Background: an optimization exercise with open tools, aiming at small area. Do not read the settings as production practice. Only simulation tests tie the RTL to the original design; equivalence was not proved. Power is estimated from default activity; no workload was simulated.

==> job 9909: inputs <==
==> flow/design.v (excerpt) <==
module harmonic_comb_energy #(
    parameter int NUM_HARMONICS = hce_pkg::DEF_NUM_HARMONICS,
    parameter int MAX_BINS      = hce_pkg::DEF_MAX_BINS
) (
    input  logic                              i_clk,
    input  logic                              i_rst_n,
    input  logic                              i_s_tvalid,
    output logic                              o_s_tready,
    input  logic [hce_pkg::S_TDATA_W-1:0]     i_s_tdata,
    input  logic                              i_s_tlast,
    output logic                              o_m_tvalid,
    input  logic                              i_m_tready,
    output logic [hce_pkg::M_TDATA_W-1:0]     o_m_tdata,
    input  logic                              i_cfg_we,
    input  logic [hce_pkg::CFG_IDX_W-1:0]     i_cfg_idx,
    input  logic [hce_pkg::CFG_DATA_W-1:0]    i_cfg_data
);
clock: 10.0 ns
lec_check: 0
cap_margin: 20
core_margin: 2
core_utilization: 40
slew_margin: 20
run.sh (not shown) runs the stock make flow with config.mk's settings and CLKGATE_MAP_FILE= SYNTH_SCRIPT=/design/flow/synth_recipe.tcl, a recipe that flattens the netlist after the stock synthesis.
==> job 1397 (differences from job 9909) <==
--- a/flow/design.v
+++ b/flow/design.v
@@ -88,11 +88,10 @@
     logic [XW-1:0] r_x;
     logic [4:0]    r_h;
     logic [10:0]   r_k;
     logic [2:0]    r_ec;       
     logic          r_ovf;      
-    logic          r_z;        
     logic [EW-1:0] r_sum;
     logic          r_ov;
     logic stall, consume;
     assign stall      = r_ov && !i_m_tready;
     assign o_s_tready = !stall;
@@ -139,21 +138,20 @@
     always_comb begin
         if (r_k == '0)  sel = r_wge;
         else if (r_mode) sel = (x_neg || x_zero) && (r_h != 5'd31);
         else             sel = !x_neg;
     end
-    localparam int TW = 29;
-    function automatic logic [2*TW-1:0] csa(input logic [TW-1:0] x, input logic [TW-1:0] y, input logic [TW-1:0] z);
-        logic [TW-1:0] s, c;
+    function automatic logic [2*XW-1:0] csa(input logic [XW-1:0] x, input logic [XW-1:0] y, input logic [XW-1:0] z);
+        logic [XW-1:0] s, c;
         s = x ^ y ^ z;
         c = ((x & y) | (x & z) | (y & z)) << 1;
         csa = {c, s};
     endfunction
     logic [12:0]   kx;           
     logic [5:0]    bneg, bone, btwo;
-    logic [TW-1:0] bp [6];
-    logic [TW-1:0] bk;           
+    logic [XW-1:0] bp [6];
+    logic [XW-1:0] bk;           
     assign kx = {1'b0, r_k, 1'b0};
     for (genvar i = 0; i < 6; i++) begin : g_booth
         logic b2, b1, b0;
         logic [24:0] m;
         assign b2 = kx[2*i+2];
@@ -162,25 +160,25 @@
         assign bneg[i] = b2 & ~(b1 & b0);
         assign bone[i] = b1 ^ b0;
         assign btwo[i] = b2 ? (~b1 & ~b0) : (b1 & b0);
         assign m = ({25{bone[i]}} & {1'b0, r_w}) | ({25{btwo[i]}} & {r_w, 1'b0});
         if (i == 0) begin : g_r0
-            assign bp[i] = TW'({~bneg[i], m ^ {25{bneg[i]}}});
+            assign bp[i] = XW'({~bneg[i], m ^ {25{bneg[i]}}});
         end else begin : g_ri
-            assign bp[i] = TW'(XW'({~bneg[i], m ^ {25{bneg[i]}}, 1'b0, bneg[i-1]}) << (2*i - 2));
+            assign bp[i] = XW'({~bneg[i], m ^ {25{bneg[i]}}, 1'b0, bneg[i-1]}) << (2*i - 2);
         end
     end
-    assign bk = TW'({11'd683, 25'd0}) | (TW'(bneg[5]) << 10);    
-    logic [TW-1:0] t1s, t1c, t2s, t2c, t3s, t3c, t4s, t4c, t5s, t5c;
+    assign bk = XW'({11'd683, 25'd0}) | (XW'(bneg[5]) << 10);    
+    logic [XW-1:0] t1s, t1c, t2s, t2c, t3s, t3c, t4s, t4c, t5s, t5c;
     assign {t1c, t1s} = csa(bp[0], bp[1], bp[2]);
     assign {t2c, t2s} = csa(bp[3], bp[4], bp[5]);
     assign {t3c, t3s} = csa(bk, t1s, t1c);
     assign {t4c, t4s} = csa(t2s, t2c, t3s);
     assign {t5c, t5s} = csa(t4s, t4c, t3c);
     logic [XW-1:0] t9s, t9c;
-    assign t9s = XW'(t5s);
-    assign t9c = XW'(t5c);
+    assign t9s = t5s;
+    assign t9c = t5c;
     logic p_big;
     assign p_big = (r_k[5]  & r_w[23])          | (r_k[6]  & (|r_w[23:22])) |
                    (r_k[7]  & (|r_w[23:21]))    | (r_k[8]  & (|r_w[23:20])) |
                    (r_k[9]  & (|r_w[23:19]))    | (r_k[10] & (|r_w[23:18]));
     logic [XW-1:0] op_a, op_b, op_c;
@@ -193,40 +191,36 @@
     end
     hce_csel #(.N(XW), .B(8)) u_row (.a(rs), .b(rc), .cin(ci_c), .s(row), .cout());
     logic [XW-1:0] x_next;
     logic [4:0]    h_next;
     logic [2:0]    ec_next;
-    logic          ovf_next, z_next;
+    logic          ovf_next;
     always_comb begin
         op_a = r_x; op_b = ~w2; ci_b = 1'b1; op_c = '0; ci_c = 1'b0;
-        x_next = r_x; h_next = r_h; ec_next = r_ec; ovf_next = r_ovf; z_next = r_z;
+        x_next = r_x; h_next = r_h; ec_next = r_ec; ovf_next = r_ovf;
         if (r_ec != 3'd0) begin
             ec_next = r_ec + 3'd1;
             if (r_ec == 3'd1) begin
                 if (r_k == '0) ec_next = 3'd0;
                 ovf_next = 1'b0;
-                z_next   = 1'b0;
                 op_a = t9s << 1; op_b = t9c << 1; ci_b = 1'b0; op_c = ~w1; ci_c = 1'b1;
                 x_next = p_big ? XW'(36'h20000000) : {2'b00, row[XW-3:0]};
             end else if (!r_mode) begin
                 ec_next = 3'd0;
                 op_a = f64; op_b = ~f4; ci_b = 1'b1; op_c = ~r_x; ci_c = 1'b1;
                 x_next = row;
             end else if (r_ec != 3'd7) begin
-                op_a = r_x << 1; op_c = '0; ci_c = 1'b0;
-                if (x_neg) begin op_b = f64;  ci_b = 1'b0; end
-                else       begin op_b = ~f64; ci_b = 1'b1; end
-                x_next = row;
+                op_a = r_x << 1; op_b = ~f64; ci_b = 1'b1; op_c = '0; ci_c = 1'b0;
+                x_next = row[XW-1] ? op_a : row;
                 h_next = {r_h[3:0], !row[XW-1]};
-                ovf_next = r_ovf | (r_x[XW-1] != r_x[XW-2]);
-                z_next   = r_z | (row == '0);
+                ovf_next = r_ovf | r_x[XW-2];
             end else begin
                 ec_next = 3'd0;
-                op_a = x_neg ? '0 : f2; op_b = ~w2; ci_b = 1'b1; op_c = ~{{5{r_x[XW-1]}}, r_x[XW-1:5]}; ci_c = 1'b1;
+                op_a = f2; op_b = ~w2; ci_b = 1'b1; op_c = ~{{5{r_x[XW-1]}}, r_x[XW-1:5]}; ci_c = 1'b1;
                 if (r_ovf) begin
                     h_next = 5'd31;
-                end else if (!x_zero && !r_z) begin
+                end else if (!x_zero) begin
                     x_next = row;
                     h_next = (r_h == 5'd31) ? 5'd31 : r_h + 5'd1;
                 end else begin
                     x_next = ~w2 + 1'b1;
                     h_next = (r_h == 5'd0) ? 5'd31 : r_h;
@@ -256,16 +250,14 @@
             r_w  <= '0;
             r_ec <= 3'd0;
             r_x  <= '0;
             r_h  <= 5'd1;
             r_ovf <= 1'b0;
-            r_z   <= 1'b0;
         end else begin
             r_x  <= x_next;
             r_h  <= h_next;
             r_ovf <= ovf_next;
-            r_z   <= z_next;
             r_ec <= ec_next;
             if (i_cfg_we) begin
                 r_ec <= 3'd1;
                 if (i_cfg_idx == 1'b0) r_f <= i_cfg_data[22:0];
                 else                   r_w <= i_cfg_data;
==> job 2821 (differences from job 9909) <==
--- a/flow/design.v
+++ b/flow/design.v
@@ -74,11 +74,11 @@
     output logic [hce_pkg::M_TDATA_W-1:0]     o_m_tdata,
     input  logic                              i_cfg_we,
     input  logic [hce_pkg::CFG_IDX_W-1:0]     i_cfg_idx,
     input  logic [hce_pkg::CFG_DATA_W-1:0]    i_cfg_data
 );
-    localparam int R  = 7;     
+    localparam int R  = 4;     
     localparam int XW = 32;    
     localparam int EW = 35;
     logic [22:0] r_f;
     logic [23:0] r_w;
     logic        r_mode;       
@@ -89,10 +89,11 @@
     logic [4:0]    r_h;
     logic [10:0]   r_k;
     logic [2:0]    r_ec;       
     logic          r_ovf;      
     logic          r_z;        
+    logic          r_hit;      
     logic [EW-1:0] r_sum;
     logic          r_ov;
     logic stall, consume;
     assign stall      = r_ov && !i_m_tready;
     assign o_s_tready = !stall;
@@ -136,11 +137,11 @@
         if (r_ec != 3'd0) begin jv = 1'b0; jsel = '0; end
     end
     logic sel;
     always_comb begin
         if (r_k == '0)  sel = r_wge;
-        else if (r_mode) sel = (x_neg || x_zero) && (r_h != 5'd31);
+        else if (r_mode) sel = ((x_neg || x_zero) && (r_h != 5'd31)) || r_hit;
         else             sel = !x_neg;
     end
     localparam int TW = 29;
     function automatic logic [2*TW-1:0] csa(input logic [TW-1:0] x, input logic [TW-1:0] y, input logic [TW-1:0] z);
         logic [TW-1:0] s, c;
@@ -189,52 +190,61 @@
     always_comb begin
         rs = op_a ^ op_b ^ op_c;
         rc = ((op_a & op_b) | (op_a & op_c) | (op_b & op_c)) << 1;
         rc[0] = ci_b;
     end
-    hce_csel #(.N(XW), .B(8)) u_row (.a(rs), .b(rc), .cin(ci_c), .s(row), .cout());
+    hce_csel #(.N(XW), .B(5)) u_row (.a(rs), .b(rc), .cin(ci_c), .s(row), .cout());
+    logic [XW-1:0] drow, d_b;
+    logic          y_neg, y_zero;
+    assign d_b = x_neg ? f64 : ~f64;
+    hce_csel #(.N(XW), .B(7)) u_drow (.a(r_x << 1), .b(d_b), .cin(!x_neg), .s(drow), .cout());
+    assign y_neg  = drow[XW-1];
+    assign y_zero = (drow == '0);
     logic [XW-1:0] x_next;
     logic [4:0]    h_next;
     logic [2:0]    ec_next;
-    logic          ovf_next, z_next;
+    logic          ovf_next, z_next, hit_next;
     always_comb begin
         op_a = r_x; op_b = ~w2; ci_b = 1'b1; op_c = '0; ci_c = 1'b0;
-        x_next = r_x; h_next = r_h; ec_next = r_ec; ovf_next = r_ovf; z_next = r_z;
+        x_next = r_x; h_next = r_h; ec_next = r_ec; ovf_next = r_ovf; z_next = r_z; hit_next = r_hit;
         if (r_ec != 3'd0) begin
             ec_next = r_ec + 3'd1;
             if (r_ec == 3'd1) begin
                 if (r_k == '0) ec_next = 3'd0;
                 ovf_next = 1'b0;
                 z_next   = 1'b0;
+                hit_next = 1'b0;
                 op_a = t9s << 1; op_b = t9c << 1; ci_b = 1'b0; op_c = ~w1; ci_c = 1'b1;
                 x_next = p_big ? XW'(36'h20000000) : {2'b00, row[XW-3:0]};
             end else if (!r_mode) begin
                 ec_next = 3'd0;
                 op_a = f64; op_b = ~f4; ci_b = 1'b1; op_c = ~r_x; ci_c = 1'b1;
                 x_next = row;
-            end else if (r_ec != 3'd7) begin
-                op_a = r_x << 1; op_c = '0; ci_c = 1'b0;
-                if (x_neg) begin op_b = f64;  ci_b = 1'b0; end
+            end else if (r_ec != 3'd4) begin
+                op_a = drow << 1; op_c = '0; ci_c = 1'b0;
+                if (y_neg) begin op_b = f64;  ci_b = 1'b0; end
                 else       begin op_b = ~f64; ci_b = 1'b1; end
                 x_next = row;
-                h_next = {r_h[3:0], !row[XW-1]};
-                ovf_next = r_ovf | (r_x[XW-1] != r_x[XW-2]);
-                z_next   = r_z | (row == '0);
+                h_next = {r_h[2:0], !y_neg, !row[XW-1]};
+                ovf_next = r_ovf | (r_x[XW-1] != r_x[XW-2]) | (drow[XW-1] != drow[XW-2]);
+                z_next   = r_z | y_zero | ((r_ec == 3'd3) && x_zero);
             end else begin
                 ec_next = 3'd0;
-                op_a = x_neg ? '0 : f2; op_b = ~w2; ci_b = 1'b1; op_c = ~{{5{r_x[XW-1]}}, r_x[XW-1:5]}; ci_c = 1'b1;
-                if (r_ovf) begin
+                op_a = y_neg ? '0 : f2; op_b = ~w2; ci_b = 1'b1; op_c = ~{{5{drow[XW-1]}}, drow[XW-1:5]}; ci_c = 1'b1;
+                x_next = row;
+                if (r_ovf || (r_x[XW-1] != r_x[XW-2])) begin
                     h_next = 5'd31;
-                end else if (!x_zero && !r_z) begin
-                    x_next = row;
-                    h_next = (r_h == 5'd31) ? 5'd31 : r_h + 5'd1;
                 end else begin
-                    x_next = ~w2 + 1'b1;
-                    h_next = (r_h == 5'd0) ? 5'd31 : r_h;
+                    h_next = ({r_h[3:0], !y_neg} == 5'd31) ? 5'd31 : {r_h[3:0], !y_neg} + 5'd1;
+                    hit_next = (y_zero || r_z || x_zero) && ({r_h[3:0], !y_neg} != 5'd0) &&
+                               ({r_h[3:0], !y_neg} != 5'd31);
                 end
             end
-        end else if (jv && !jlast) begin
+        end else if (jv && (jlast || r_k != 11'd2047)) begin
+            hit_next = 1'b0;
+        end
+        if (r_ec == 3'd0 && jv && !jlast) begin
             if (r_k == '0) begin
                 h_next = 5'd1;
                 if (r_mode) begin op_a = f2;  op_b = ~w2; ci_b = 1'b1; op_c = ~w1; ci_c = 1'b1; end
                 else        begin op_a = f64; op_b = ~f4; ci_b = 1'b1; op_c = ~w1; ci_c = 1'b1; end
                 x_next = row;
@@ -257,15 +267,17 @@
             r_ec <= 3'd0;
             r_x  <= '0;
             r_h  <= 5'd1;
             r_ovf <= 1'b0;
             r_z   <= 1'b0;
+            r_hit <= 1'b0;
         end else begin
             r_x  <= x_next;
             r_h  <= h_next;
             r_ovf <= ovf_next;
             r_z   <= z_next;
+            r_hit <= hit_next;
             r_ec <= ec_next;
             if (i_cfg_we) begin
                 r_ec <= 3'd1;
                 if (i_cfg_idx == 1'b0) r_f <= i_cfg_data[22:0];
                 else                   r_w <= i_cfg_data;
==> flow/flow/run.sh (new file) <==
#!/bin/bash
# Standard layout, with the port buffers made from the smallest buffer cell.
set -e
export BUFFER_PORTS_ARGS="-buffer_cell sky130_fd_sc_hd__buf_1"
bash standard.sh finish > standard.log 2>&1
==> flow/standard.sh (new file) <==
#!/bin/bash
# synth_recipe.tcl (not shown) runs the flow's synth.tcl, then flattens the netlist and writes it again
# the make line also repeats each setting of config.mk as NAME=value (left out here)
make -C /OpenROAD-flow-scripts/flow DESIGN_CONFIG=/design/flow/config.mk WORK_HOME=/design/flow/orfs CLKGATE_MAP_FILE= SYNTH_SCRIPT=/design/flow/synth_recipe.tcl "${@:-finish}"
==> flow/config.mk (replaced) <==
export PLATFORM = sky130hd
export DESIGN_NAME = harmonic_comb_energy
export DESIGN_NICKNAME = harmonic_comb_energy
export VERILOG_FILES = /design/flow/design.v
export SDC_FILE = /design/flow/constraint.sdc
export NUM_CORES = 4
export LEC_CHECK = 0
export ABC_AREA = 1
export CAP_MARGIN = 20
export CORE_MARGIN = 2
export CORE_UTILIZATION = 40
export CTS_CLUSTER_DIAMETER = 115
export CTS_CLUSTER_SIZE = 30
export SLEW_MARGIN = 20
removed: flow/run.sh
==> summary.txt <==
quantity                                                                            job 9909               job 2821                   job 1397
Clock sinks                                                                              334                    251                        333
Outcome                                                             timing/DRC/antenna clean  timing/DRC/antenna clean   timing/DRC/antenna clean
Share of the cycle needed by the critical path after routing                          95.56%                 96.29%                     96.82%
Critical path depth                                                                       27                     36                         34
Pre-CTS worst setup slack                                                           473.3 ps               20.96 ps                   153.1 ps
Worst Path Required                                                                 10460 ps               10450 ps                   10480 ps
Post-synthesis compound-gate area fraction                                            18.91%                 20.49%                     20.20%
Cell taking the most area after synthesis                          sky130_fd_sc_hd__edfxtp_1  sky130_fd_sc_hd__fa_1  sky130_fd_sc_hd__edfxtp_1
Layout buffering overhead excluding clock cells                                       5.404%                 4.544%                     6.402%
Total clock network power                                                          0.00153 W             0.000688 W                  0.00144 W
Routed wirelength normalized by instance count                                      23.51 um               26.59 um                   23.40 um
Design area                                                                       29590 um^2             26490 um^2                 30190 um^2
Fraction of synthesized cell area taken by the top area cell type                     19.93%                 19.35%                     19.63%
Hold-critical path endpoint                                               r_m[120]$_DFFE_PN_      r_m[74]$_DFFE_PN_         r_m[116]$_DFFE_PN_
Flip-flop and latch power                                                          0.00171 W              0.00128 W                  0.00169 W

-- what the ideal ports hide --
How much do the figures lean on ideal ports? The routed layouts below were timed once more, with nothing changed but the port constraints.
Step 1, drivers: a clkbuf_16 drives i_clk and a buf_2 each remaining input, both assumed.
Step 2 also shifts input and output timing later by t, the mid clock arrival at the registers, as if the neighbouring blocks saw the same clock.
a / b / c = ideal / step 1 / step 2; a / b = the first two.
run	shift t [ns]	setup WS [ns]	worst setup path at the end	clock arrival spread, ns	worst slew at a driven data input, ns
job 9909	0.642	0.444 / 0.444 / 0.444	register to register	0.034 / 0.034	0.08
job 1397	0.633	0.318 / 0.318 / 0.318	register to register	0.037 / 0.037	0.05
job 2821	0.597	0.371 / 0.371 / 0.371	register to register	0.032 / 0.033	0.07
After both steps every run listed still meets setup and hold.
